This is an optimization exercise on Yosys and OpenROAD, whose aim is small area and a short achievable clock period, not a production implementation. The RTL was checked by simulation tests, not by an equivalence proof against the original design. Power is estimated from default activity; no workload was simulated.

==> design/flow/design.v <==
module smm_result_sorter #(
    parameter int unsigned DEPTH = 48,
    parameter int unsigned IDX_W = 5,
    parameter int unsigned VAL_W = 9
) (
    input  logic             clk,
    input  logic             rst,
    input  logic             in_valid,
    input  logic [IDX_W-1:0] in_row,
    input  logic [IDX_W-1:0] in_col,
    input  logic [VAL_W-1:0] in_val,
    output logic             in_ready,
    output logic             out_valid,
    output logic             out_last,
    output logic [IDX_W-1:0] out_row,
    output logic [IDX_W-1:0] out_col,
    output logic [VAL_W-1:0] out_val,
    output logic             overflow
);
    localparam int unsigned KEY_W = 2 * IDX_W;
    localparam int unsigned CNT_W = $clog2(DEPTH + 1);
    localparam logic [1:0] StIdle  = 2'd0;
    localparam logic [1:0] StLoad  = 2'd1;
    localparam logic [1:0] StDrain = 2'd2;
    logic [1:0]       state_q;
    logic [KEY_W-1:0] key_q [DEPTH];
    logic [VAL_W-1:0] val_q [DEPTH];
    logic [CNT_W-1:0] count_q;
    logic [7:0]       dlo_q;    
    logic [5:0]       dhi_q;    
    logic             ovf_q;
    logic             p_valid_q;
    logic [KEY_W-1:0] p_key_q;
    logic [VAL_W-1:0] p_val_q;
    logic             draining;
    logic             take;
    logic             drain_last;
    logic             full;
    logic             match;
    logic             ins;
    logic             match_q;
    logic             ins_q;
    logic             full_q;
    logic             rdy_q;
    logic             in_match;
    logic             full_next;
    logic             in_drop;
    logic [DEPTH-1:0] occ;
    logic [DEPTH-1:0] lt;
    logic [DEPTH-1:0] eq;
    logic [DEPTH-1:0] rsel;
    logic [DEPTH-1:0] ltc, eqc, lt_d, eq_d, lt_q, eq_q;
    logic             pk_lt, pk_eq;
    logic [KEY_W-1:0] in_key;
    logic [DEPTH-1:0] s_n, s_p, s_h, s_m, v_h, v_p;
    logic             m_valid_q;
    logic             pk_same_q;
    logic [DEPTH-1:0] m_pos_q;
    logic [VAL_W-1:0] m_rdv_q;
    logic [VAL_W-1:0] m_val_q;
    logic [KEY_W-1:0] rd_key;
    logic [VAL_W-1:0] rd_val;
    logic [VAL_W:0]   sum_w;
    logic [VAL_W-1:0] sum;
    function automatic logic key_lt(input logic [KEY_W-1:0] a, input logic [KEY_W-1:0] b);
        logic l;
        l = 1'b0;
        for (int k = 0; k < KEY_W; k++) begin
            l = (a[k] ^ b[k]) ? b[k] : l;
        end
        key_lt = l;
    endfunction
    assign in_key     = {in_row, in_col};
    assign draining   = (state_q == StDrain);
    assign in_ready   = rdy_q;
    assign take       = in_valid && !draining;
    assign drain_last = (count_q == CNT_W'(1));
    assign full       = full_q;
    always_comb begin
        for (int i = 0; i < DEPTH; i++) begin
            occ[i]  = (CNT_W'(i) < count_q);
            ltc[i]  = occ[i] && key_lt(key_q[i], in_key);
            eqc[i]  = occ[i] && (key_q[i] == in_key);
        end
        pk_lt = key_lt(p_key_q, in_key);
        pk_eq = (p_key_q == in_key);
        for (int i = 0; i < DEPTH; i++) begin
            lt_d[i] = (s_h[i] && ltc[i]) || (s_p[i] && ltc[i == 0 ? 0 : i-1]) || (s_n[i] && pk_lt);
            eq_d[i] = (s_h[i] && eqc[i]) || (s_p[i] && eqc[i == 0 ? 0 : i-1]) || (s_n[i] && pk_eq);
            rsel[i] = eq_q[i] || (dhi_q[i / 8] && dlo_q[i % 8]);
        end
    end
    assign lt    = lt_q;
    assign eq    = eq_q;
    assign match = match_q;
    assign ins   = ins_q;
    assign in_match  = (|eqc) || (pk_eq && (ins || match));
    assign full_next = full || (ins && count_q == CNT_W'(DEPTH - 1));
    assign in_drop   = take && !in_match && full_next;
    always_comb begin
        rd_key = '0;
        rd_val = '0;
        for (int i = 0; i < DEPTH; i++) begin
            rd_key = rd_key | (key_q[i] & {KEY_W{rsel[i]}});
            rd_val = rd_val | (val_q[i] & {VAL_W{rsel[i]}});
        end
    end
    always_comb begin
        logic [VAL_W-1:0] g, p, gg, pp, gn, pn;
        g  = m_rdv_q & m_val_q;
        p  = m_rdv_q ^ m_val_q;
        gg = g;
        pp = p;
        for (int d = 1; d < VAL_W; d = d * 2) begin
            gn = gg;
            pn = pp;
            for (int i = d; i < VAL_W; i++) begin
                gn[i] = gg[i] | (pp[i] & gg[i-d]);
                pn[i] = pp[i] & pp[i-d];
            end
            gg = gn;
            pp = pn;
        end
        sum_w = {gg[VAL_W-1], p ^ {gg[VAL_W-2:0], 1'b0}};
    end
    assign sum      = sum_w[VAL_W] ? {VAL_W{1'b1}} : sum_w[VAL_W-1:0];
    assign overflow = ovf_q;
    always_ff @(posedge clk) begin
        if (rst) begin
            rdy_q <= 1'b1;
        end else begin
            rdy_q <= !((state_q == StLoad && !in_valid) || (draining && !drain_last));
        end
    end
    always_ff @(posedge clk) begin
        if (rst) begin
            state_q <= StIdle;
        end else begin
            case (state_q)
                StIdle:  if (in_valid) state_q <= StLoad;
                StLoad:  if (!in_valid) state_q <= StDrain;
                StDrain: if (drain_last) state_q <= StIdle;
                default: state_q <= StIdle;
            endcase
        end
    end
    always_ff @(posedge clk) begin
        p_key_q <= in_key;
        p_val_q <= in_val;
        if (rst || !take) begin
            p_valid_q <= 1'b0;
            match_q   <= 1'b0;
            ins_q     <= 1'b0;
            lt_q      <= '0;
            eq_q      <= '0;
        end else begin
            p_valid_q <= 1'b1;
            match_q   <= in_match;
            ins_q     <= !in_match && !full_next;
            lt_q      <= lt_d;
            eq_q      <= eq_d;
        end
    end
    always_comb begin
        for (int j = 0; j < DEPTH; j++) begin
            s_n[j] = ins && !lt[j] && (j == 0 || lt[j == 0 ? 0 : j-1]);
            s_p[j] = ins && j != 0 && !lt[j == 0 ? 0 : j-1];
            s_h[j] = !(s_n[j] || s_p[j]);
            s_m[j] = m_valid_q && ((s_p[j] && m_pos_q[j == 0 ? 0 : j-1]) || (s_h[j] && m_pos_q[j]));
            v_h[j] = s_h[j] && !s_m[j];
            v_p[j] = s_p[j] && !s_m[j];
        end
    end
    always_ff @(posedge clk) begin
        for (int j = 0; j < DEPTH; j++) begin
            key_q[j] <= (key_q[j] & {KEY_W{s_h[j]}})
                      | (key_q[j == 0 ? 0 : j-1] & {KEY_W{s_p[j]}})
                      | (p_key_q & {KEY_W{s_n[j]}});
            val_q[j] <= (val_q[j] & {VAL_W{v_h[j]}})
                      | (val_q[j == 0 ? 0 : j-1] & {VAL_W{v_p[j]}})
                      | (p_val_q & {VAL_W{s_n[j]}})
                      | (sum & {VAL_W{s_m[j]}});
        end
    end
    always_ff @(posedge clk) begin
        m_rdv_q <= (m_valid_q && pk_same_q) ? sum : rd_val;
        m_val_q <= p_val_q;
        m_pos_q <= eq_q;
        if (rst) begin
            m_valid_q <= 1'b0;
            pk_same_q <= 1'b0;
        end else begin
            m_valid_q <= p_valid_q && match;
            pk_same_q <= pk_eq;
        end
    end
    always_ff @(posedge clk) begin
        if (rst) begin
            count_q <= '0;
            full_q  <= 1'b0;
            ovf_q   <= 1'b0;
        end else begin
            if (state_q == StIdle && in_valid) begin
                ovf_q <= 1'b0;
            end else if (in_drop) begin
                ovf_q <= 1'b1;
            end
            if (draining) begin
                count_q <= count_q - CNT_W'(1);
                full_q  <= 1'b0;
            end else if (ins) begin
                count_q <= count_q + CNT_W'(1);
                full_q  <= (count_q == CNT_W'(DEPTH - 1));
            end
        end
    end
    always_ff @(posedge clk) begin
        if (rst || (draining && drain_last)) begin
            dlo_q <= 8'b1;
            dhi_q <= '0;
        end else if (draining) begin
            dlo_q <= {dlo_q[6:0], dlo_q[7]};
            if (dlo_q[7]) dhi_q <= {dhi_q[4:0], 1'b0};
        end else if (state_q == StLoad && !in_valid) begin
            dlo_q <= 8'b1;
            dhi_q <= 6'b1;
        end
    end
    always_ff @(posedge clk) begin
        if (rst || !draining) begin
            out_valid <= 1'b0;
            out_last  <= 1'b0;
            out_row   <= '0;
            out_col   <= '0;
            out_val   <= '0;
        end else begin
            out_valid <= 1'b1;
            out_last  <= drain_last;
            out_row   <= rd_key[KEY_W-1:IDX_W];
            out_col   <= rd_key[IDX_W-1:0];
            out_val   <= (m_valid_q && m_pos_q[0] && dhi_q[0] && dlo_q[0]) ? sum : rd_val;
        end
    end
endmodule
==> design/flow/run.sh <==
#!/bin/bash
# synth_recipe.tcl (not shown) runs the flow's synth.tcl, then flattens the netlist and writes it again
# the make line also repeats each setting of config.mk as NAME=value (left out here)
make -C /OpenROAD-flow-scripts/flow DESIGN_CONFIG=/design/flow/config.mk WORK_HOME=/design/flow/orfs CLKGATE_MAP_FILE= SYNTH_SCRIPT=/design/flow/synth_recipe.tcl finish
==> design/flow/config.mk <==
export PLATFORM = sky130hd
export DESIGN_NAME = smm_result_sorter
export DESIGN_NICKNAME = smm_result_sorter
export VERILOG_FILES = /design/flow/design.v
export SDC_FILE = /design/flow/constraint.sdc
export NUM_CORES = 4
export LEC_CHECK = 0
export CAP_MARGIN = 20
export CORE_MARGIN = 2
export CORE_UTILIZATION = 40
export SETUP_SLACK_MARGIN = 3.8
export SLEW_MARGIN = 20
==> design/flow/constraint.sdc <==
create_clock -name core_clock -period 7.0 [get_ports {clk}]
set_input_delay 1.4000 -clock core_clock [delete_from_list [all_inputs] [get_ports {clk}]]
set_output_delay 1.4000 -clock core_clock [all_outputs]
set_load 0.01 [all_outputs]
==> metrics.cfg, run 1 <==
[status]
status = no timing/DRC/antenna violations

[die]
die_h_um = 398.0
dieArea_sq_um = 158400
rows = 144
die_x_um = 398.0
core_sq_um = 154000
io-pin-count = 45
initial_core_util = 0.4031

[critical_path]
path_cells = a21o_4 > a22o_4 > a221oi_4 > nand4_1 > or4_4 > nor2_4 > a211oi_2
cp_max_fo = 9
end_kind = register
critPathSlowestCell = nand4_1
path_delay_family = simple AND/OR/NAND/NOR gates
critPathKind = register to register
path_buf_inv = 0
arrival_ns = 4.26
startpoint_type = register
required_ns = 7.68
max_stage_delay_ns = 0.80

[synthesis]
synthMuxAreaShare = 0.0003224
synth_nets = 7798
synth_fa_ha_area_frac = 0.03369
synth_area_per_cell_sq_um = 8.049
syn_inst = 7714
synth_top_family_by_area = compound AO/OA/AOI/OAI gates
synthFlopType = dfxtp_1
synthArstFlopShare = 0
ys_seq_elements = 1144
synthSimpleGateAreaFrac = 0.1292
synth_compound_area_frac = 0.3779
synth-xor-area-share = 0.02638
seq_area_frac_synth = 0.3705
synth.distinct_cells = 97
ys.warnings.count = 3
synth_edf_count = 10
syn_area_sq_um = 62090

[clock_network]
h-tree-depth = 4
numCtsBuffers = 139
cts_hold_buf = 0
cts_tree = done
path_clk_slew_ns = 0.06
clockBufferDepth = 3
cts-root-buf = clkbuf_16
worstSkewPairLatency_ns = 0.85
clock_sinks = 1144

[placed_design]
gp_congestion = 1.155
dpl_cell_area_sq_um = 64480
dp_hpwl_mm = 333.5
portBuffers = 44

[detailed_routing]
wl_per_cell_um = 50.15
wl_mm = 491.5
drc_errors = 0
drt-initial-drc-count = 16490
dr.pass1.iters = 15
num_vias = 78220
final_antenna_net_count = 0
vias_per_cell = 7.981

[grt]
grt_antenna_before_repair = 84
grt_util_all_layers = 0.5922
grt_pass1_wl_mm = 637.7
grt_pass1_vias = 68100
grt_max_degree = 85
overflow = 0

[timing]
fmax_mhz = 279.1
final-hold-violation-count = 0
maxSlewViolCount = 0
setup_viol = 0
max_slew_margin = 0.09537
min_period_ns = 3.584
grt_setup_unrepaired = yes
timing.setup.tns_ns = 0
worstMarginPinSlew_ns = 1.355
fin_crit_sh = 0.5119
fin_skew_ns = 0.06545

[finish]
fill_cells = 15000
final_area_sq_um = 74910
final_nets = 7687
multi_input_area_sq_um = 37670
area_growth_pct = 20.64
seq_area_sq_um = 23070
drive_above_1_share = 0.1519

[pwr]
power_frac_seq = 0.438
switching_share = 0.4637
p_sw_uw = 13760
pwr-share-comb = 0.300
power_density_nw_per_um2 = 396.1
clkPwrFrac = 0.263
p_leak_uw = 0.02809
ir_drop_v = 0.0006574
intPower_uw = 15910

[worst_hold_path]
hold_class = register to register

[job]
max-cap-violations = 0

final cells by class:
type	count	share of cell area
timing repair inverter	2	0.0002338
tap	2044	0.03414
clock inverter	53	0.01094
inverter	246	0.01487
sequential	1144	0.3080
antenna	47	0.001570
clock buffer	195	0.05338
multi-input combinational	5592	0.5029
timing repair buffer	478	0.07404
path summary, 6_finish.rpt:
check	startpoint	endpoint	slack (ns)	depth (start not counted)
worst max-delay path	dlo_q[3]	out_val[6]	3.42	7
worst min register to register	eq_q[1]	m_pos_q[1]	0.34	0
worst min-delay path	eq_q[1]	m_pos_q[1]	0.34	0
worst max register to register	dlo_q[3]	out_val[6]	3.42	7
what timing repair did:
action / 4_1_cts / 5_1_grt
pin swaps: 38 / 113
resized for setup: 372 / 290
buffers inserted: 60 / 113
endpoints found under the setup margin: 534 / 423
gates cloned: 23 / 8
cells in the final DEF (no fill, tap or decap), drive strengths merged, types with 15 or more instances in the layout:
cell,Yosys,layout
nor2b,52,52
nand2b,203,203
nor2,574,574
o21ai,580,580
clkbuf,580,208
nand4,104,104
maj3,126,126
nor4,62,62
a21o,55,55
nand2,352,352
o221ai,39,39
o2111ai,20,20
ha,61,61
inv,246,247
a21boi,17,17
buf,152,418
or2,15,15
and2,60,60
dfxtp,1134,1134
nand3,73,73
clkdlybuf4s50,0,33
xor2,95,95
a211oi,44,44
o22ai,576,576
clkinv,0,31
a221o,29,29
and3,17,17
xnor2,92,92
a22oi,287,287
a221oi,211,211
or4,22,22
nor3,72,72
a21oi,970,970
a31oi,15,15
diode,0,47
a22o,597,597
power by group through the flow:
stage          combinational, uW  sequential, uW  clock, uW
4_1_cts                     7910           12300       7710
3_5_place_dp                7420           12400          0
3_3_place_gp                7330           12400          0
5_1_grt                     9180           12500       7970
6_report                    8890           13000       7800
2_1_floorplan               5040            9510          0
cells by family (layout without fill, tap and decap cells):
logic type,after synthesis,after routing
compound gates,3560,3560
xor+xnor,187,187
fa+ha+maj,188,188
buf+inv,978,974
flops,1144,1144
mux,2,2
other cells,0,47
simple gates,1655,1655
cell usage after synthesis, types with 67 or more instances:
library cell  number  area [sq um]
a21oi_1          970          4855
nand3_1           73         365.4
nand4_1          104         650.6
dfxtp_1         1134         22700
o22ai_1          576          3603
nand2_1          352          1321
inv_1            234         878.3
nor3_1            67         335.3
a22o_1           597          5229
clkbuf_1         580          2177
xnor2_1           92         805.8
maj3_1            88         880.8
nand2b_1         203          1270
xor2_1            95         832.1
a221oi_1         210          1839
a22oi_1          287          2155
buf_1             70         262.8
nor2_1           573          2151
o21ai_0          561          2808
per-stage QoR:
stage               utilization  hold WS (ns)  cells  setup WS [ns]  total power [uW]
finish                   0.4863        0.3385   9801          3.416             29680
global route             0.4856        0.3542   9758          3.597             29650
CTS                      0.4686        0.3507   9628          3.620             27910
detailed placement       0.4186        0.3391   9297          1.647             19800
global placement         0.4183        0.3381   9295          1.704             19760
floorplan                     -        0.3325   7714          3.548             14540
routing by layer:
metal	up-vias	GRT usage	wire length [um]
met3	3141	0.3018	76550
met2	8298	0.7954	186200
met5	-	0.01029	533
met1	37610	0.6606	163100
li1	29100	-	-
met4	66	0.5770	65220
sequential cells by signal, summed over array words and instances, names as in the netlist, 10 cells and up, named ones only:
name     cells
m_pos_q     48
p_key_q     10
eq_q        48
lt_q        48
key_q      470
val_q      432
worst register-to-register path: stages (launching register included):
cell and delay (ns):
dfxtp_2 0.48, a21o_4 0.33, a22o_4 0.23, a221oi_4 0.64
nand4_1 0.80, or4_4 0.82, nor2_4 0.11, a211oi_2 0.04
==> inputs of run 2 (changes only) <==
--- a/design/flow/design.v
+++ b/design/flow/design.v
@@ -27,6 +27,5 @@
     logic [VAL_W-1:0] val_q [DEPTH];
     logic [CNT_W-1:0] count_q;
-    logic [7:0]       dlo_q;    
-    logic [5:0]       dhi_q;    
+    logic [DEPTH-1:0] rsel_q;
     logic             ovf_q;
     logic             p_valid_q;
@@ -48,7 +47,6 @@
     logic [DEPTH-1:0] occ;
     logic [DEPTH-1:0] lt;
-    logic [DEPTH-1:0] eq;
     logic [DEPTH-1:0] rsel;
-    logic [DEPTH-1:0] ltc, eqc, lt_d, eq_d, lt_q, eq_q;
+    logic [DEPTH-1:0] ltc, eqc, lt_d, eq_d, lt_q;
     logic             pk_lt, pk_eq;
     logic [KEY_W-1:0] in_key;
@@ -63,4 +61,27 @@
     logic [VAL_W:0]   sum_w;
     logic [VAL_W-1:0] sum;
+    function automatic logic [1:0] key_cmp(input logic [KEY_W-1:0] a, input logic [KEY_W-1:0] b);
+        logic [15:0] l0, e0;
+        logic [7:0]  l1, e1;
+        logic [3:0]  l2, e2;
+        logic [1:0]  l3, e3;
+        for (int k = 0; k < 16; k++) begin
+            l0[k] = (k < KEY_W) ? (!a[k % KEY_W] && b[k % KEY_W]) : 1'b0;
+            e0[k] = (k < KEY_W) ? !(a[k % KEY_W] ^ b[k % KEY_W]) : 1'b1;
+        end
+        for (int k = 0; k < 8; k++) begin
+            l1[k] = l0[2*k+1] || (e0[2*k+1] && l0[2*k]);
+            e1[k] = e0[2*k+1] && e0[2*k];
+        end
+        for (int k = 0; k < 4; k++) begin
+            l2[k] = l1[2*k+1] || (e1[2*k+1] && l1[2*k]);
+            e2[k] = e1[2*k+1] && e1[2*k];
+        end
+        for (int k = 0; k < 2; k++) begin
+            l3[k] = l2[2*k+1] || (e2[2*k+1] && l2[2*k]);
+            e3[k] = e2[2*k+1] && e2[2*k];
+        end
+        key_cmp = {l3[1] || (e3[1] && l3[0]), e3[1] && e3[0]};
+    endfunction
     function automatic logic key_lt(input logic [KEY_W-1:0] a, input logic [KEY_W-1:0] b);
         logic l;
@@ -80,6 +101,5 @@
         for (int i = 0; i < DEPTH; i++) begin
             occ[i]  = (CNT_W'(i) < count_q);
-            ltc[i]  = occ[i] && key_lt(key_q[i], in_key);
-            eqc[i]  = occ[i] && (key_q[i] == in_key);
+            {ltc[i], eqc[i]} = key_cmp(key_q[i], in_key) & {2{occ[i]}};
         end
         pk_lt = key_lt(p_key_q, in_key);
@@ -88,9 +108,8 @@
             lt_d[i] = (s_h[i] && ltc[i]) || (s_p[i] && ltc[i == 0 ? 0 : i-1]) || (s_n[i] && pk_lt);
             eq_d[i] = (s_h[i] && eqc[i]) || (s_p[i] && eqc[i == 0 ? 0 : i-1]) || (s_n[i] && pk_eq);
-            rsel[i] = eq_q[i] || (dhi_q[i / 8] && dlo_q[i % 8]);
         end
     end
     assign lt    = lt_q;
-    assign eq    = eq_q;
+    assign rsel  = rsel_q;
     assign match = match_q;
     assign ins   = ins_q;
@@ -153,5 +172,4 @@
             ins_q     <= 1'b0;
             lt_q      <= '0;
-            eq_q      <= '0;
         end else begin
             p_valid_q <= 1'b1;
@@ -159,5 +177,4 @@
             ins_q     <= !in_match && !full_next;
             lt_q      <= lt_d;
-            eq_q      <= eq_d;
         end
     end
@@ -186,5 +203,5 @@
         m_rdv_q <= (m_valid_q && pk_same_q) ? sum : rd_val;
         m_val_q <= p_val_q;
-        m_pos_q <= eq_q;
+        m_pos_q <= rsel_q;
         if (rst) begin
             m_valid_q <= 1'b0;
@@ -216,13 +233,14 @@
     end
     always_ff @(posedge clk) begin
-        if (rst || (draining && drain_last)) begin
-            dlo_q <= 8'b1;
-            dhi_q <= '0;
-        end else if (draining) begin
-            dlo_q <= {dlo_q[6:0], dlo_q[7]};
-            if (dlo_q[7]) dhi_q <= {dhi_q[4:0], 1'b0};
-        end else if (state_q == StLoad && !in_valid) begin
-            dlo_q <= 8'b1;
-            dhi_q <= 6'b1;
+        if (rst) begin
+            rsel_q <= '0;
+        end else if (take) begin
+            rsel_q <= eq_d;
+        end else if (state_q == StLoad) begin
+            rsel_q <= DEPTH'(1);
+        end else if (draining && !drain_last) begin
+            rsel_q <= {rsel_q[DEPTH-2:0], 1'b0};
+        end else begin
+            rsel_q <= '0;
         end
     end
@@ -239,5 +257,5 @@
             out_row   <= rd_key[KEY_W-1:IDX_W];
             out_col   <= rd_key[IDX_W-1:0];
-            out_val   <= (m_valid_q && m_pos_q[0] && dhi_q[0] && dlo_q[0]) ? sum : rd_val;
+            out_val   <= (m_valid_q && m_pos_q[0] && rsel_q[0]) ? sum : rd_val;
         end
     end
--- a/design/flow/config.mk
+++ b/design/flow/config.mk
@@ -9,4 +9,4 @@
 export CORE_MARGIN = 2
 export CORE_UTILIZATION = 40
-export SETUP_SLACK_MARGIN = 3.8
+export SETUP_SLACK_MARGIN = 4.2
 export SLEW_MARGIN = 20
==> metrics.cfg, run 2 <==
[status]
status = no timing/DRC/antenna violations  ; unchanged

[detailed_routing]
vias_per_cell = 7.700  ; was 7.981
dr.pass1.iters = 10  ; was 15
drc_errors = 0  ; unchanged
num_vias = 73420  ; was 78220
wl_mm = 468.3  ; was 491.5 mm
wl_per_cell_um = 49.11  ; was 50.15 um
drt-initial-drc-count = 13520  ; was 16490
final_antenna_net_count = 0  ; unchanged

[timing]
grt_setup_unrepaired = yes  ; unchanged
max_slew_margin = 0.1332  ; was 0.09537
timing.setup.tns_ns = 0  ; unchanged
fin_skew_ns = 0.06022  ; was 0.06545 ns
fmax_mhz = 310.1  ; was 279.1 MHz
fin_crit_sh = 0.4606  ; was 0.5119
final-hold-violation-count = 0  ; unchanged
min_period_ns = 3.224  ; was 3.584 ns
worstMarginPinSlew_ns = 1.295  ; was 1.355 ns
setup_viol = 0  ; unchanged
maxSlewViolCount = 0  ; unchanged

[synthesis]
synthTopCellsByArea = dfxtp_1, a22oi_1, ha_1  ; was dfxtp_1, a22o_1, a21oi_1
yosysMostFrequentCell = dfxtp_1  ; unchanged
synth_top_area_frac = 0.3569  ; was 0.3656
syn_inst = 7392  ; was 7714
synthTopCellsByCount = dfxtp_1, a22oi_1, nand2_1  ; was dfxtp_1, a21oi_1, a22o_1
synthFlopType = dfxtp_1  ; unchanged
yosysTopAreaCell = dfxtp_1  ; unchanged
synthArstFlopShare = 0  ; unchanged
synth_edf_count = 10  ; unchanged
synth_nets = 7908  ; was 7798
ys_seq_elements = 1130  ; was 1144
synth.distinct_cells = 73  ; was 97
syn_area_sq_um = 62820  ; was 62090 sq um
seq_area_frac_synth = 0.3617  ; was 0.3705
synth_area_per_cell_sq_um = 8.499  ; was 8.049 sq um
ys.warnings.count = 3  ; unchanged

[clock_network]
cts-root-buf = clkbuf_16  ; unchanged
numCtsBuffers = 139  ; unchanged
worstSkewPairLatency_ns = 0.85  ; about the same
path_clk_slew_ns = 0.06  ; about the same
cts_tree = done  ; unchanged
h-tree-depth = 4  ; unchanged
cts_hold_buf = 0  ; unchanged
clock_sinks = 1130  ; was 1144
clockBufferDepth = 3  ; unchanged

[grt]
grt_pass1_wl_mm = 608.5  ; was 637.7 mm
grt_use_met3 = 0.2177  ; was 0.3018
use_met1 = 0.6358  ; was 0.6606
grt_util_all_layers = 0.5565  ; was 0.5922
busiest_layer = met2  ; unchanged
overflow = 0  ; unchanged
grt_max_degree = 80  ; was 85
grt_pass1_vias = 65590  ; was 68100
gr-usage-met2 = 0.7680  ; was 0.7954
grt_antenna_before_repair = 78  ; was 84

[finish]
largest_register = key_q  ; unchanged
reg_top3 = key_q x470, val_q x432  ; unchanged
final_nets = 7832  ; was 7687
area_growth_pct = 20.84  ; was 20.64%
fin_cells = 9535  ; was 9801
final_util = 0.4866  ; was 0.4863
drive_above_1_share = 0.1466  ; was 0.1519
final_common_cell = dfxtp_1  ; unchanged
largest_register_ff_count = 470  ; unchanged
layout_common_cells = dfxtp_1, a22oi_1, nand2_1  ; was dfxtp_1, a21oi_1, a22o_1

[critical_path]
arrival_ns = 3.92  ; was 4.26 ns
path_cells = ha_4 > buf_12 > buf_12 > o31ai_4 > or4_4 > nand4b_1 > nor4_4 > buf_4 > a41oi_2 > nor3_1  ; was a21o_4 > a22o_4 > a221oi_4 > nand4_1 > or4_4 > nor2_4 > a211oi_2
cp_max_fo = 4  ; was 9
end_kind = register  ; unchanged
required_ns = 7.70  ; was 7.68 ns
path_buf_inv = 3  ; was 0
startpoint_type = register  ; unchanged
path_delay_family = simple AND/OR/NAND/NOR gates  ; unchanged
critPathKind = register to register  ; unchanged
cpMostUsedCell = buf_12
critPathSlowestCell = o31ai_4  ; was nand4_1
max_stage_delay_ns = 0.68  ; was 0.80 ns

[pwr]
p_leak_uw = 0.03202  ; was 0.02809 uW
power_density_nw_per_um2 = 365.3  ; was 396.1 nW/um^2
ir_drop_v = 0.0006269  ; was 0.0006574 V

[placed_design]
placedCellCount = 9041  ; was 9297
portBuffers = 44  ; unchanged
dp_hpwl_mm = 328.7  ; was 333.5 mm
gp_congestion = 1.133  ; was 1.155

[die]
die_h_um = 400.3  ; was 398.0 um
io-pin-count = 45  ; unchanged
dieArea_sq_um = 160200  ; was 158400 sq um
core_sq_um = 156000  ; was 154000 sq um
rows = 145  ; was 144
die_x_um = 400.3  ; was 398.0 um
initial_core_util = 0.4026  ; was 0.4031

[job]
max-cap-violations = 0  ; unchanged

[worst_hold_path]
hold_class = register to register  ; unchanged

-- run 2: final timing paths --
| check | startpoint | to | slack (ns) | depth (start not counted) |
|---|---|---|---|---|
| worst min-delay path | p_valid_q | m_valid_q | 0.43 | 2 |
| worst max-delay path | count_q[0] | ovf_q | 3.78 | 10 |
| worst min register to register | p_valid_q | m_valid_q | 0.43 | 2 |
| worst max register to register | count_q[0] | ovf_q | 3.78 | 10 |
-- run 2: final cells by class --
class,count,area (sq um)
Tap cell,2058,2575
Clock inverter,51,649.4
Fill cell,14980,80110
Timing Repair Buffer,433,5228
Antenna cell,56,140.1
Sequential cell,1130,22850
Multi-Input combinational cell,5088,38540
Clock buffer,195,3939
Inverter,524,2001
-- run 2: repair_timing --
item / 4_1_cts / 5_1_grt
resized for setup: 460 / 237
hold endpoints to repair: 0 / 0
cloned: 26 / 8
setup endpoints to repair: 587 / 480
pin swaps: 45 / 50
buffers inserted: 96 / 57
-- run 2: report_power, final --
group / leakage (uW) / switching (uW) / total [uW] / internal, uW
combinational: 0.0205 / 5420 / 8530 / 3110
clock: 0.00223 / 3330 / 7460 / 4130
sequential: 0.00933 / 3760 / 11700 / 7980
-- run 2: worst min-delay path, stage by stage, from the launching register on --
cell,delay [ns]
dfxtp_1,0.31
nand2_1,0.06
nor2_1,0.04
-- run 2: through the flow --
step	cell area [sq um]	setup WS, ns	hold slack, ns	total power, uW
final	75920	3.776	0.4332	27730
after global routing	75790	3.897	0.4610	27990
after floorplan	63300	3.888	0.3290	13720
after global placement	65500	2.005	0.4198	18520
after CTS	73750	3.953	0.4330	26480
after detailed placement	65520	2.064	0.4150	18610
-- run 2: logic make-up after synthesis --
family                   synth area share
flip-flops                         0.3617
AND/OR/NAND/NOR                    0.1059
buffers and inverters             0.07060
adder cells (fa/ha/maj)           0.09883
XOR/XNOR                         0.001255
AO/OA/AOI/OAI                      0.3617
-- run 2: metal layers --
layer | vias up | share of wire | wire length, um
li1 | 28400 | - | -
met1 | 35920 | 0.34 | 161000
met2 | 6908 | 0.39 | 183100
met3 | 2159 | 0.14 | 63480
met4 | 24 | 0.13 | 60450
met5 | - | 0.00036 | 169
==> inputs of run 3 (changes only) <==
==> design/flow/flow/run.sh (new file) <==
#!/bin/bash
set -euo pipefail
bash standard.sh 'BUFFER_PORTS_ARGS=-buffer_cell sky130_fd_sc_hd__buf_4' finish > flow_make.log 2>&1
==> design/flow/standard.sh (new file) <==
#!/bin/bash
# synth_recipe.tcl (not shown) runs the flow's synth.tcl, then flattens the netlist and writes it again
# the make line also repeats each setting of config.mk as NAME=value (left out here)
make -C /OpenROAD-flow-scripts/flow DESIGN_CONFIG=/design/flow/config.mk WORK_HOME=/design/flow/orfs CLKGATE_MAP_FILE= SYNTH_SCRIPT=/design/flow/synth_recipe.tcl "${@:-finish}"
--- a/design/flow/config.mk
+++ b/design/flow/config.mk
@@ -9,4 +9,5 @@
 export CORE_MARGIN = 2
 export CORE_UTILIZATION = 40
+export CTS_BUF_LIST = sky130_fd_sc_hd__clkbuf_8
 export SETUP_SLACK_MARGIN = 4.2
 export SLEW_MARGIN = 20
removed: design/flow/run.sh
==> metrics.cfg, run 3 <==
[status]
status = no timing/DRC/antenna violations  ; unchanged

[synthesis]
synth_nets = 7908  ; unchanged
synth_compound_area_frac = 0.3617  ; unchanged
synthTopCellsByArea = dfxtp_1, a22oi_1, ha_1  ; unchanged
synth.distinct_cells = 73  ; unchanged
synth_top_family_by_area = compound AO/OA/AOI/OAI gates  ; unchanged
synth_area_per_cell_sq_um = 8.499  ; unchanged
synthFlopType = dfxtp_1  ; unchanged
yosysTopAreaCell = dfxtp_1  ; unchanged
synth_fa_ha_area_frac = 0.09883  ; unchanged
synthArstFlopShare = 0  ; unchanged
synthSimpleGateAreaFrac = 0.1059  ; unchanged
syn_inst = 7392  ; unchanged
synth-xor-area-share = 0.001255  ; unchanged
yosysMostFrequentCell = dfxtp_1  ; unchanged
ys_seq_elements = 1130  ; unchanged
seq_area_frac_synth = 0.3617  ; unchanged
ys.warnings.count = 3  ; unchanged
synthMuxAreaShare = 0  ; unchanged
synthTopCellsByCount = dfxtp_1, a22oi_1, nand2_1  ; unchanged
syn_area_sq_um = 62820  ; unchanged
synth_top_area_frac = 0.3569  ; unchanged
synth_edf_count = 10  ; unchanged

[timing]
grt_setup_unrepaired = yes  ; unchanged
timing.setup.tns_ns = 0  ; unchanged
min_period_ns = 3.161  ; was 3.224 ns
fin_ws_ns = 3.839  ; was 3.776 ns
maxSlewViolCount = 0  ; unchanged
max_slew_margin = 0.1597  ; was 0.1332
final-hold-violation-count = 0  ; unchanged
worstMarginPinSlew_ns = 1.255  ; was 1.295 ns
fin_skew_ns = 0.03573  ; was 0.06022 ns
fmax_mhz = 316.4  ; was 310.1 MHz
setup_viol = 0  ; unchanged
fin_crit_sh = 0.4516  ; was 0.4606

[critical_path]
required_ns = 7.97  ; was 7.70 ns
critPathKind = register to register  ; unchanged
cp_max_fo = 4  ; unchanged
arrival_ns = 4.13  ; was 3.92 ns
startpoint_type = register  ; unchanged
end_kind = register  ; unchanged

[detailed_routing]
wl_mm = 461.0  ; was 468.3 mm
final_antenna_net_count = 0  ; unchanged
drt-initial-drc-count = 12940  ; was 13520
dr.pass1.iters = 7  ; was 10
vias_per_cell = 7.593  ; was 7.700
drc_errors = 0  ; unchanged
num_vias = 73090  ; was 73420
wl_per_cell_um = 47.89  ; was 49.11 um

[grt]
overflow = 0  ; unchanged
grt_pass1_wl_mm = 598.6  ; was 608.5 mm
grt_antenna_before_repair = 57  ; was 78
grt_max_degree = 89  ; was 80
grt_pass1_vias = 65540  ; was 65590
grt_util_all_layers = 0.5451  ; was 0.5565

[finish]
fill_cells = 15210  ; was 14980
layout_common_cells = dfxtp_1, a22oi_1, nand2_1  ; unchanged
area_growth_pct = 18.29  ; was 20.84%
drive_above_1_share = 0.1585  ; was 0.1466
seq_area_sq_um = 22870  ; was 22850 sq um
largest_register_ff_count = 470  ; unchanged
reg_top3 = key_q x470, val_q x432  ; unchanged
multi_input_area_sq_um = 37870  ; was 38540 sq um
largest_register = key_q  ; unchanged
final_nets = 7878  ; was 7832
final_common_cell = dfxtp_1  ; unchanged

[die]
core_sq_um = 156000  ; unchanged
rows = 145  ; unchanged
die_h_um = 400.3  ; unchanged
die_x_um = 400.3  ; unchanged
initial_core_util = 0.4026  ; unchanged
dieArea_sq_um = 160200  ; unchanged
io-pin-count = 45  ; unchanged

[worst_hold_path]
hold_class = register to register  ; unchanged

[placed_design]
portBuffers = 44  ; unchanged
dp_worst_setup_slack_ns = 2.095  ; was 2.064 ns
dp_hpwl_mm = 327.3  ; was 328.7 mm
gp_congestion = 1.133  ; about the same

[pwr]
ir_drop_v = 0.0007388  ; was 0.0006269 V
fin_total_pwr_uw = 26930  ; was 27730 uW
p_leak_uw = 0.03200  ; was 0.03202 uW
power_density_nw_per_um2 = 362.5  ; was 365.3 nW/um^2

[clock_network]
path_clk_slew_ns = 0.06  ; about the same
cts_tree = done  ; unchanged
cts_hold_buf = 0  ; unchanged
worstSkewPairLatency_ns = 1.06  ; was 0.85 ns
numCtsBuffers = 205  ; was 139
cts-root-buf = clkbuf_8  ; was clkbuf_16
h-tree-depth = 4  ; unchanged
clock_sinks = 1130  ; unchanged
clockBufferDepth = 3  ; unchanged

[job]
max-cap-violations = 0  ; unchanged

run 3: path summary, 6_finish.rpt:
| check | depth (start not counted) | slack (ns) | endpoint | from |
|---|---|---|---|---|
| max | 9 | 3.84 | ins_q | key_q[14][7] |
| min | 0 | 0.41 | m_pos_q[19] | rsel_q[19] |
| max reg2reg | 9 | 3.84 | ins_q | key_q[14][7] |
| min reg2reg | 0 | 0.41 | m_pos_q[19] | rsel_q[19] |
run 3: cell families after synthesis:
| kind of cell | Yosys count |
|---|---|
| AOI/OAI and AO/OA | 3188 |
| and+or+nand+nor | 1394 |
| buffers and inverters | 1175 |
| DFF | 1130 |
| adders and majority gates | 496 |
| xor gates and xnor gates | 9 |
run 3: where the power goes:
part,internal (uW),leakage (uW),total (uW),switching [uW]
clock network,3450,0.00245,6730,3280
logic,3120,0.0202,8550,5420
registers,7990,0.00933,11700,3670
run 3: worst max-delay path: stages (launching register included):
cell	delay, ns
dfxtp_1	0.93
inv_1	0.23
ha_4	0.28
and3_1	0.18
nand3_2	0.10
nor4_4	0.07
or4_4	0.57
nor4_4	0.33
and2_4	0.22
and4_1	0.18
run 3: cell type report:
cell class	count	area share
diodes	41	0.001381
clock inverters	128	0.01135
clock buffers	244	0.04519
flip-flops and latches	1130	0.3078
multi-input cells	5089	0.5097
inverters	524	0.02681
repair buffers	412	0.06313
well taps	2058	0.03465
run 3: metrics by stage:
| stage | instance area (sq um) | instances | util | hold slack, ns |
|---|---|---|---|---|
| after detailed placement | 65470 | 9050 | 0.4196 | 0.3684 |
| after global placement | 65460 | 9048 | 0.4195 | 0.3795 |
| after CTS | 72240 | 9493 | 0.4630 | 0.3772 |
| after floorplan | 63300 | 7392 | - | 0.3290 |
| after global routing | 74220 | 9589 | 0.4757 | 0.4269 |
| final | 74310 | 9626 | 0.4763 | 0.4120 |
run 3: timing repair:
item | in CTS | in global routing
cloned | 15 | 9
gates resized for setup | 390 | 225
setup endpoints to repair | 573 | 437
setup buffers | 56 | 80
pin swaps | 25 | 34
run 3: metal layers:
layer / part of all wire / GRT usage / vias up / routed length [um]
li1: - / - / 28460 / -
met1: 0.35 / 0.6345 / 35930 / 161000
met5: 0.00020 / 0.0008921 / - / 94
met2: 0.39 / 0.7461 / 6629 / 179300
met4: 0.13 / 0.5507 / 16 / 58540
met3: 0.13 / 0.2083 / 2054 / 62100
==> inputs of run 4 (changes only) <==
--- a/design/flow/config.mk
+++ b/design/flow/config.mk
@@ -8,5 +8,5 @@
 export CAP_MARGIN = 20
 export CORE_MARGIN = 2
-export CORE_UTILIZATION = 40
+export CORE_UTILIZATION = 50
 export CTS_BUF_LIST = sky130_fd_sc_hd__clkbuf_8
 export SETUP_SLACK_MARGIN = 4.2
==> metrics.cfg, run 4 <==
[critical_path]
r2r-end = ins_q  ; unchanged
critPathKind = register to register  ; unchanged
crit_end = ins_q  ; unchanged
required_ns = 7.86  ; was 7.97 ns
regToRegStartpoint = key_q[1][8]  ; was key_q[14][7]
r2r_setup_slack_ns = 3.86  ; was 3.84 ns
critPathSlowestCell = nor3_4  ; was dfxtp_1
startpoint_type = register  ; unchanged
arrival_ns = 4.01  ; was 4.13 ns
path_cells = inv_1 > ha_4 > and3_4 > nand4_1 > nor3_4 > or4_4 > nor4_4 > and2_4 > and4_1  ; was inv_1 > ha_4 > and3_1 > nand3_2 > nor4_4 > or4_4 > nor4_4 > and2_4 > and4_1
cp_max_fo = 3  ; was 4
rr_worst_depth = 9  ; unchanged
end_kind = register  ; unchanged
crit_start = key_q[1][8]  ; was key_q[14][7]
max_stage_delay_ns = 0.90  ; was 0.93 ns

[synthesis]
yosysTopAreaCell = dfxtp_1  ; unchanged
seq_area_frac_synth = 0.3617  ; unchanged
ys.warnings.count = 3  ; unchanged
synth.distinct_cells = 73  ; unchanged
synth_top_area_frac = 0.3569  ; unchanged
synthArstFlopShare = 0  ; unchanged
synthTopCellsByArea = dfxtp_1, a22oi_1, ha_1  ; unchanged
ys_seq_elements = 1130  ; unchanged
synth_edf_count = 10  ; unchanged
yosysMostFrequentCell = dfxtp_1  ; unchanged
syn_inst = 7392  ; unchanged
syn_area_sq_um = 62820  ; unchanged
synth_area_per_cell_sq_um = 8.499  ; unchanged
synth_nets = 7908  ; unchanged
synthFlopType = dfxtp_1  ; unchanged
synthTopCellsByCount = dfxtp_1, a22oi_1, nand2_1  ; unchanged

[finish]
fin_cells = 9144  ; was 9626
reg_top3 = key_q x470, val_q x432  ; unchanged
final_util = 0.5822  ; was 0.4763
area_growth_pct = 15.93  ; was 18.29%
drive_above_1_share = 0.1407  ; was 0.1585
largest_register = key_q  ; unchanged
fill_cells = 11350  ; was 15210
largest_register_ff_count = 470  ; unchanged
final_nets = 7784  ; was 7878
final_common_cell = dfxtp_1  ; unchanged
layout_common_cells = dfxtp_1, a22oi_1, nand2_1  ; unchanged

[detailed_routing]
top_layer = met5  ; unchanged
dr_wl_met2_mm = 157.6  ; was 179.3 mm
dr.pass1.iters = 12  ; was 7
num_vias = 75630  ; was 73090
wl_mm = 423.7  ; was 461.0 mm
wl_per_cell_um = 46.34  ; was 47.89 um
vias_per_cell = 8.271  ; was 7.593
drt-initial-drc-count = 15350  ; was 12940
wl_met3_mm = 72.49  ; was 62.10 mm
final_antenna_net_count = 0  ; unchanged
routedLengthMet1_mm = 136.0  ; was 161.0 mm
drc_errors = 0  ; unchanged

[placed_design]
portBuffers = 44  ; unchanged
dp_worst_setup_slack_ns = 2.196  ; was 2.095 ns
gp_congestion = 1.178  ; was 1.133
placedCellCount = 8606  ; was 9050
dp_hpwl_mm = 288.6  ; was 327.3 mm

[clock_network]
clock_sinks = 1130  ; unchanged
h-tree-depth = 4  ; unchanged
numCtsBuffers = 198  ; was 205
clockBufferDepth = 3  ; unchanged
cts_tree = done  ; unchanged
path_clk_slew_ns = 0.06  ; about the same
cts-root-buf = clkbuf_8  ; unchanged
worstSkewPairLatency_ns = 1.01  ; was 1.06 ns

[pwr]
ir_drop_v = 0.0005052  ; was 0.0007388 V
power_density_nw_per_um2 = 363.6  ; was 362.5 nW/um^2
p_leak_uw = 0.03153  ; was 0.03200 uW
fin_total_pwr_uw = 26480  ; was 26930 uW

[job]
max-cap-violations = 0  ; unchanged

[timing]
final-hold-violation-count = 0  ; unchanged
min_period_ns = 3.145  ; was 3.161 ns
max_slew_margin = 0.2185  ; was 0.1597
timing.setup.tns_ns = 0  ; unchanged
fin_crit_sh = 0.4493  ; was 0.4516
fmax_mhz = 318.0  ; was 316.4 MHz
grt_setup_unrepaired = yes  ; unchanged
maxSlewViolCount = 0  ; unchanged
worstMarginPinSlew_ns = 1.172  ; was 1.255 ns
fin_skew_ns = 0.04923  ; was 0.03573 ns
setup_viol = 0  ; unchanged
fin_ws_ns = 3.855  ; was 3.839 ns

[die]
die_h_um = 358.5  ; was 400.3 um
dieArea_sq_um = 128500  ; was 160200 sq um
core_sq_um = 125100  ; was 156000 sq um
die_x_um = 358.5  ; was 400.3 um
rows = 130  ; was 145
io-pin-count = 45  ; unchanged
initial_core_util = 0.5022  ; was 0.4026

[grt]
grt_antenna_before_repair = 65  ; was 57
grt_max_degree = 136  ; was 89
grt_util_all_layers = 0.6379  ; was 0.5451
overflow = 0  ; unchanged
grt_pass1_wl_mm = 566.8  ; was 598.6 mm
grt_pass1_vias = 66870  ; was 65540

[worst_hold_path]
hold_class = register to register  ; unchanged
holdPathStages = 2  ; was 0

[status]
status = no timing/DRC/antenna violations  ; unchanged

## run 4: cell counts after synthesis
Identical to the previous run, type by type.
## run 4: cell type report
class	instances	area, sq um	area share
clock buffer	255	3510	0.04819
multi-input combinational	5088	37510	0.5150
clock inverter	106	839.6	0.01153
sequential	1130	22860	0.3139
timing repair buffer	326	3891	0.05343
tap	1650	2064	0.02835
antenna	65	162.7	0.002233
inverter	524	1989	0.02732
## run 4: cells by family (layout without fill, tap and decap cells)
logic type,count (synthesis),in the layout,synth area share
xor+xnor,9,9,0.001255
fa+ha+maj,496,496,0.09883
other cells,0,65,0
compound gates,3188,3188,0.3617
simple gates,1394,1395,0.1059
flops,1130,1130,0.3617
buf+inv,1175,1211,0.07060
## run 4: repair_timing
action / 4_1_cts / 5_1_grt
buffers inserted: 46 / 34
pin swaps: 22 / 17
endpoints found under the setup margin: 575 / 493
gates resized for setup: 319 / 199
hold buffers: 0 / 0
gates cloned: 22 / 4
## run 4: worst min path at each step
stage                     slack, ns  startpoint     endpoint
after CTS                      0.41   p_valid_q    m_valid_q
after global placement         0.40   p_valid_q    m_valid_q
after global routing           0.43   p_valid_q    m_valid_q
after detailed placement       0.40   p_valid_q    m_valid_q
after floorplan                0.33  rsel_q[47]  m_pos_q[47]
final                          0.41   p_valid_q    m_valid_q
## run 4: stage by stage
stage                     hold slack, ns  area, sq um
after floorplan                   0.3290        63300
after global placement            0.4043        64640
after detailed placement          0.4015        64660
after CTS                         0.4065        71440
after global routing              0.4337        72680
final                             0.4131        72830
## run 4: routing by layer
layer	track usage	vias to the layer above
met5	0.02963	-
met4	0.6389	30
met3	0.3798	2968
met2	0.8319	8192
met1	0.6913	36100
li1	-	28340
## run 4: critical path, delay by kind of cell (launching register included)
| kind | cells | cell delay [ns] |
|---|---|---|
| AND/OR/NAND/NOR | 7 | 1.91 |
| flip-flops | 1 | 0.57 |
| adder cells (fa/ha/maj) | 1 | 0.31 |
| buffers and inverters | 1 | 0.20 |
## run 4: power by group
| group | internal [uW] | total [uW] | switching [uW] | leakage, uW |
|---|---|---|---|---|
| combinational | 2910 | 8000 | 5090 | 0.0198 |
| clock | 3690 | 6890 | 3200 | 0.00244 |
| sequential | 7980 | 11600 | 3600 | 0.00934 |
==> inputs of run 5 (changes only) <==
--- a/design/flow/config.mk
+++ b/design/flow/config.mk
@@ -8,5 +8,5 @@
 export CAP_MARGIN = 20
 export CORE_MARGIN = 2
-export CORE_UTILIZATION = 50
+export CORE_UTILIZATION = 60
 export CTS_BUF_LIST = sky130_fd_sc_hd__clkbuf_8
 export SETUP_SLACK_MARGIN = 4.2
==> metrics.cfg, run 5 <==
[synthesis]
synthArstFlopShare = 0  ; unchanged
ys_seq_elements = 1130  ; unchanged
synth_edf_count = 10  ; unchanged
synth.distinct_cells = 73  ; unchanged
synthFlopType = dfxtp_1  ; unchanged
synth_nets = 7908  ; unchanged
synthTopCellsByArea = dfxtp_1, a22oi_1, ha_1  ; unchanged
yosysTopAreaCell = dfxtp_1  ; unchanged
synthTopCellsByCount = dfxtp_1, a22oi_1, nand2_1  ; unchanged
ys.warnings.count = 3  ; unchanged
synth_top_area_frac = 0.3569  ; unchanged
seq_area_frac_synth = 0.3617  ; unchanged
syn_area_sq_um = 62820  ; unchanged
yosysMostFrequentCell = dfxtp_1  ; unchanged
synth_area_per_cell_sq_um = 8.499  ; unchanged
syn_inst = 7392  ; unchanged

[die]
die_x_um = 327.6  ; was 358.5 um
initial_core_util = 0.6061  ; was 0.5022
rows = 118  ; was 130
die_h_um = 327.6  ; was 358.5 um
io-pin-count = 45  ; unchanged

[clock_network]
cts_hold_buf = 0  ; unchanged
numCtsBuffers = 189  ; was 198
h-tree-depth = 4  ; unchanged
clockBufferDepth = 3  ; unchanged
cts-root-buf = clkbuf_8  ; unchanged
clock_sinks = 1130  ; unchanged

[grt]
grt_max_degree = 128
overflow = 1
grt_util_all_layers = 0.7667
grt_pass1_vias = 72740
grt_pass1_wl_mm = 586.1

[status]
failing_step = 5_1_grt
status = stopped before the end  ; was no timing/DRC/antenna violations
error = [ERROR GRT-0116] Global routing finished with congestion. Check the congestion regions in the DRC Viewer.

[placed_design]
dp_hpwl_mm = 271.2  ; was 288.6 mm
portBuffers = 44  ; unchanged
gp_congestion = 1.215  ; was 1.178

==> run 5: cell counts after synthesis <==
No cell type changed its count.
==> run 5: cell families after synthesis <==
group	after synthesis	synth area share
AOI/OAI and AO/OA	3188	0.3617
xor gates and xnor gates	9	0.001255
adders and majority gates	496	0.09883
buffers and inverters	1175	0.07060
DFF	1130	0.3617
and+or+nand+nor	1394	0.1059
==> run 5: per-stage QoR <==
step | cells | total power (uW) | worst slack (ns) | instance area [sq um] | util
global placement | 8324 | 17560 | 2.192 | 64190 | 0.6193
CTS | 8769 | 24410 | 4.074 | 71290 | 0.6878
detailed placement | 8324 | 17760 | 2.393 | 64200 | 0.6194
floorplan | 7392 | 13720 | 3.888 | 63300 | -
==> run 5: repair_timing <==
item,4_1_cts
setup buffers,85
pin swaps,44
cloned,25
gates resized for setup,349
setup endpoints to repair,545
==> run 5: power groups by stage <==
stage / registers [uW] / clock network (uW) / logic (uW)
floorplan: 8930 / 0 / 4790
global placement: 10900 / 0 / 6660
detailed placement: 10900 / 0 / 6860
CTS: 10800 / 6120 / 7510
==> run 5: worst min-delay path by stage <==
stage,cells past startpoint,start,to,slack [ns]
CTS,2,p_valid_q,m_valid_q,0.42
detailed placement,2,p_valid_q,m_valid_q,0.40
global placement,2,p_valid_q,m_valid_q,0.40
floorplan,0,rsel_q[47],m_pos_q[47],0.33
==> run 5: per-layer routing <==
metal / GRT overflow / track usage
met5: 0 / 0.2657
met4: 0 / 0.7352
met3: 0 / 0.6039
met2: 1 / 0.9187
met1: 0 / 0.7984
==> inputs of run 6 (changes only) <==
--- a/design/flow/design.v
+++ b/design/flow/design.v
@@ -29,5 +29,4 @@
     logic [DEPTH-1:0] rsel_q;
     logic             ovf_q;
-    logic             p_valid_q;
     logic [KEY_W-1:0] p_key_q;
     logic [VAL_W-1:0] p_val_q;
@@ -166,15 +165,12 @@
     always_ff @(posedge clk) begin
         p_key_q <= in_key;
+        lt_q    <= lt_d;    
         p_val_q <= in_val;
         if (rst || !take) begin
-            p_valid_q <= 1'b0;
             match_q   <= 1'b0;
             ins_q     <= 1'b0;
-            lt_q      <= '0;
-        end else begin
-            p_valid_q <= 1'b1;
+        end else begin
             match_q   <= in_match;
             ins_q     <= !in_match && !full_next;
-            lt_q      <= lt_d;
         end
     end
@@ -208,5 +204,5 @@
             pk_same_q <= 1'b0;
         end else begin
-            m_valid_q <= p_valid_q && match;
+            m_valid_q <= match;
             pk_same_q <= pk_eq;
         end
--- a/design/flow/config.mk
+++ b/design/flow/config.mk
@@ -8,5 +8,5 @@
 export CAP_MARGIN = 20
 export CORE_MARGIN = 2
-export CORE_UTILIZATION = 60
+export CORE_UTILIZATION = 40
 export CTS_BUF_LIST = sky130_fd_sc_hd__clkbuf_8
 export SETUP_SLACK_MARGIN = 4.2
==> metrics.cfg, run 6 <==
[timing]
final-hold-violation-count = 0
maxSlewViolCount = 0
timing.setup.tns_ns = 0
max_slew_margin = 0.1469
fin_skew_ns = 0.04788
worstMarginPinSlew_ns = 1.280
fmax_mhz = 323.6
min_period_ns = 3.090
grt_setup_unrepaired = yes
setup_viol = 0
fin_crit_sh = 0.4414

[critical_path]
critPathKind = register to register
rr_worst_depth = 6
end_kind = register
startpoint_type = register
required_ns = 7.83
arrival_ns = 3.92
critPathSlowestCell = dfxtp_1
path_delay_family = simple AND/OR/NAND/NOR gates
max_stage_delay_ns = 0.65
cp_max_fo = 14
path_cells = buf_6 > a22o_1 > a221oi_1 > nand4_1 > nor3_2 > nor2_1
path_buf_inv = 1
regToRegStartpoint = rsel_q[36]
r2r-end = out_col[0]
r2r_setup_slack_ns = 3.91

[synthesis]
ys.warnings.count = 3  ; unchanged
synth.distinct_cells = 84  ; was 73
yosysMostFrequentCell = dfxtp_1  ; unchanged
synth_area_per_cell_sq_um = 8.568  ; was 8.499 sq um
synthArstFlopShare = 0  ; unchanged
synth_top_area_frac = 0.3571  ; was 0.3569
seq_area_frac_synth = 0.3619  ; was 0.3617
synthFlopType = dfxtp_1  ; unchanged
ys_seq_elements = 1129  ; was 1130
synth_edf_count = 10  ; unchanged
synth_nets = 7838  ; was 7908
syn_area_sq_um = 62740  ; was 62820 sq um
yosysTopAreaCell = dfxtp_1  ; unchanged
syn_inst = 7322  ; was 7392
synthTopCellsByArea = dfxtp_1, a22oi_1, ha_1  ; unchanged
synthTopCellsByCount = dfxtp_1, a22oi_1, nand2_1  ; unchanged

[die]
die_x_um = 400.0  ; was 327.6 um
io-pin-count = 45  ; unchanged
die_h_um = 400.0  ; was 327.6 um
core_sq_um = 156000
dieArea_sq_um = 160000
rows = 145  ; was 118
initial_core_util = 0.4021  ; was 0.6061

[grt]
grt_pass1_wl_mm = 594.3
grt_util_all_layers = 0.5484
overflow = 0
grt_max_degree = 71
grt_antenna_before_repair = 63
grt_pass1_vias = 64210

[finish]
fin_cells = 9513
area_growth_pct = 18.20
largest_register_ff_count = 470
multi_input_area_sq_um = 38150
final_nets = 7763
fill_cells = 15070
seq_area_sq_um = 22840
final_area_sq_um = 74150
final_common_cell = dfxtp_1
reg_top3 = key_q x470, val_q x432
largest_register = key_q
final_util = 0.4753
layout_common_cells = dfxtp_1, a22oi_1, inv_1
drive_above_1_share = 0.1524

[pwr]
switching_share = 0.4586
pwr-share-comb = 0.319
power_frac_seq = 0.435
intPower_uw = 14780
p_sw_uw = 12520
p_leak_uw = 0.03172
ir_drop_v = 0.0005432
power_density_nw_per_um2 = 368.2
clkPwrFrac = 0.246
fin_total_pwr_uw = 27310

[detailed_routing]
vias_per_cell = 7.619
drc_errors = 0
final_antenna_net_count = 0
dr.pass1.iters = 15
wl_mm = 455.1
wl_per_cell_um = 47.84
num_vias = 72480
drt-initial-drc-count = 13280

[clock_network]
worstSkewPairLatency_ns = 1.02
cts-root-buf = clkbuf_8  ; unchanged
h-tree-depth = 4  ; unchanged
path_clk_slew_ns = 0.06
numCtsBuffers = 206  ; was 189
clockBufferDepth = 3  ; unchanged
clock_sinks = 1129  ; was 1130
cts_tree = done

[placed_design]
placedCellCount = 8990  ; was 8324
dp_hpwl_mm = 317.3  ; was 271.2 mm
gp_congestion = 1.124  ; was 1.215
portBuffers = 44  ; unchanged
dpl_cell_area_sq_um = 65990  ; was 64200 sq um

[worst_hold_path]
hold_class = register to register
min_to = m_pos_q[19]
hold_start = rsel_q[19]
holdPathStages = 0

[status]
status = no timing/DRC/antenna violations  ; was stopped before the end

[job]
max-cap-violations = 0

## run 6: what timing repair did
action	4_1_cts	5_1_grt
setup endpoints to repair	563	485
gates resized for setup	395	184
gates cloned	26	6
pin swaps	21	17
hold buffers	0	0
setup buffers	38	34
## run 6: worst max path at each step
stage | start | endpoint | slack (ns) | depth (start not counted)
finish | rsel_q[36] | out_col[0] | 3.91 | 6
global route | ins_q | val_q[3][3] | 3.97 | 8
CTS | ins_q | val_q[23][2] | 3.94 | 9
detailed placement | in_row[3] | ins_q | 2.33 | 10
global placement | in_col[0] | ins_q | 2.16 | 10
floorplan | in_row[1] | ins_q | 4.00 | 8
## run 6: stage by stage
step	hold slack, ns	setup WS, ns
2_1_floorplan	0.3290	4.000
3_3_place_gp	0.3431	2.160
3_5_place_dp	0.3469	2.331
4_1_cts	0.3596	3.935
5_1_grt	0.3583	3.972
6_report	0.3614	3.910
## run 6: layout make-up
type,instances,area share
Multi-Input combinational cell,5034,0.5145
Sequential cell,1129,0.3080
Timing Repair Buffer,337,0.05706
Clock buffer,263,0.04881
Tap cell,2058,0.03472
Inverter,539,0.02744
Clock inverter,111,0.007998
Antenna cell,42,0.001417
## run 6: power groups by stage
stage	sequential, uW	combinational, uW	clock [uW]
finish	11900	8710	6720
global route	11500	9160	6950
CTS	11400	8150	6670
detailed placement	11500	7730	0
global placement	11600	7610	0
floorplan	9080	5210	0
## run 6: cells by family after synthesis
| family | count (synthesis) | synth area share |
|---|---|---|
| muxes | 3 | 0.0004986 |
| buffers and inverters | 1161 | 0.07056 |
| adders and majority gates | 495 | 0.09880 |
| DFF | 1129 | 0.3619 |
| AOI/OAI and AO/OA | 3132 | 0.3615 |
| and+or+nand+nor | 1395 | 0.1058 |
| xor gates and xnor gates | 7 | 0.0009773 |
## run 6: routing by layer
layer | wire length (um) | track usage | vias up
met1 | 157700 | 0.6371 | 35170
met5 | 400 | 0.0003027 | -
met2 | 178200 | 0.7570 | 6875
met3 | 61870 | 0.2111 | 2125
met4 | 56840 | 0.5375 | 38
li1 | - | - | 28280
## run 6: worst reg2reg max path, cell delays in order, from the launching register on
cell and delay [ns]:
dfxtp_1 0.65, buf_6 0.38, a22o_1 0.40, a221oi_1 0.53, nand4_1 0.42, nor3_2 0.48, nor2_1 0.09

-- separate check: timing with driven ports --
The flow's constraints put no driver on any port. The routed layouts listed below were extracted and timed again, unchanged, in two steps.
Step 1, drivers: a clkbuf_16 drives clk and a buf_2 each remaining input, both assumed.
Step 2 moves the port delays by t, midway between the first and last clock arrival at a register: inputs arrive t later, outputs are due t later. That takes back most of the time a late clock gives input paths.
Slacks: no drivers / after step 1 / after step 2; pairs: no drivers / after step 1.
run	t, ns	setup WS [ns]	hold WS [ns]	clock arrival spread, ns	worst data-port slew with drivers (ns)
run 1	0.901	3.416 / 3.379 / 2.478	0.338 / 0.338 / 0.338	0.066 / 0.066	0.42
run 2	0.911	3.776 / 3.543 / 2.632	0.433 / 0.433 / 0.433	0.077 / 0.077	0.44
run 3	1.137	3.839 / 3.642 / 2.505	0.412 / 0.390 / 0.412	0.040 / 0.040	0.43
run 4	1.071	3.855 / 3.743 / 2.673	0.413 / 0.413 / 0.413	0.050 / 0.049	0.38
run 6	1.090	3.910 / 3.910 / 2.843	0.361 / 0.361 / 0.361	0.048 / 0.048	0.34
After both steps every run listed still meets setup and hold. For run 3, which loses most, drivers alone change the setup slack by -0.197 ns; drivers and shift together by -1.334 ns.
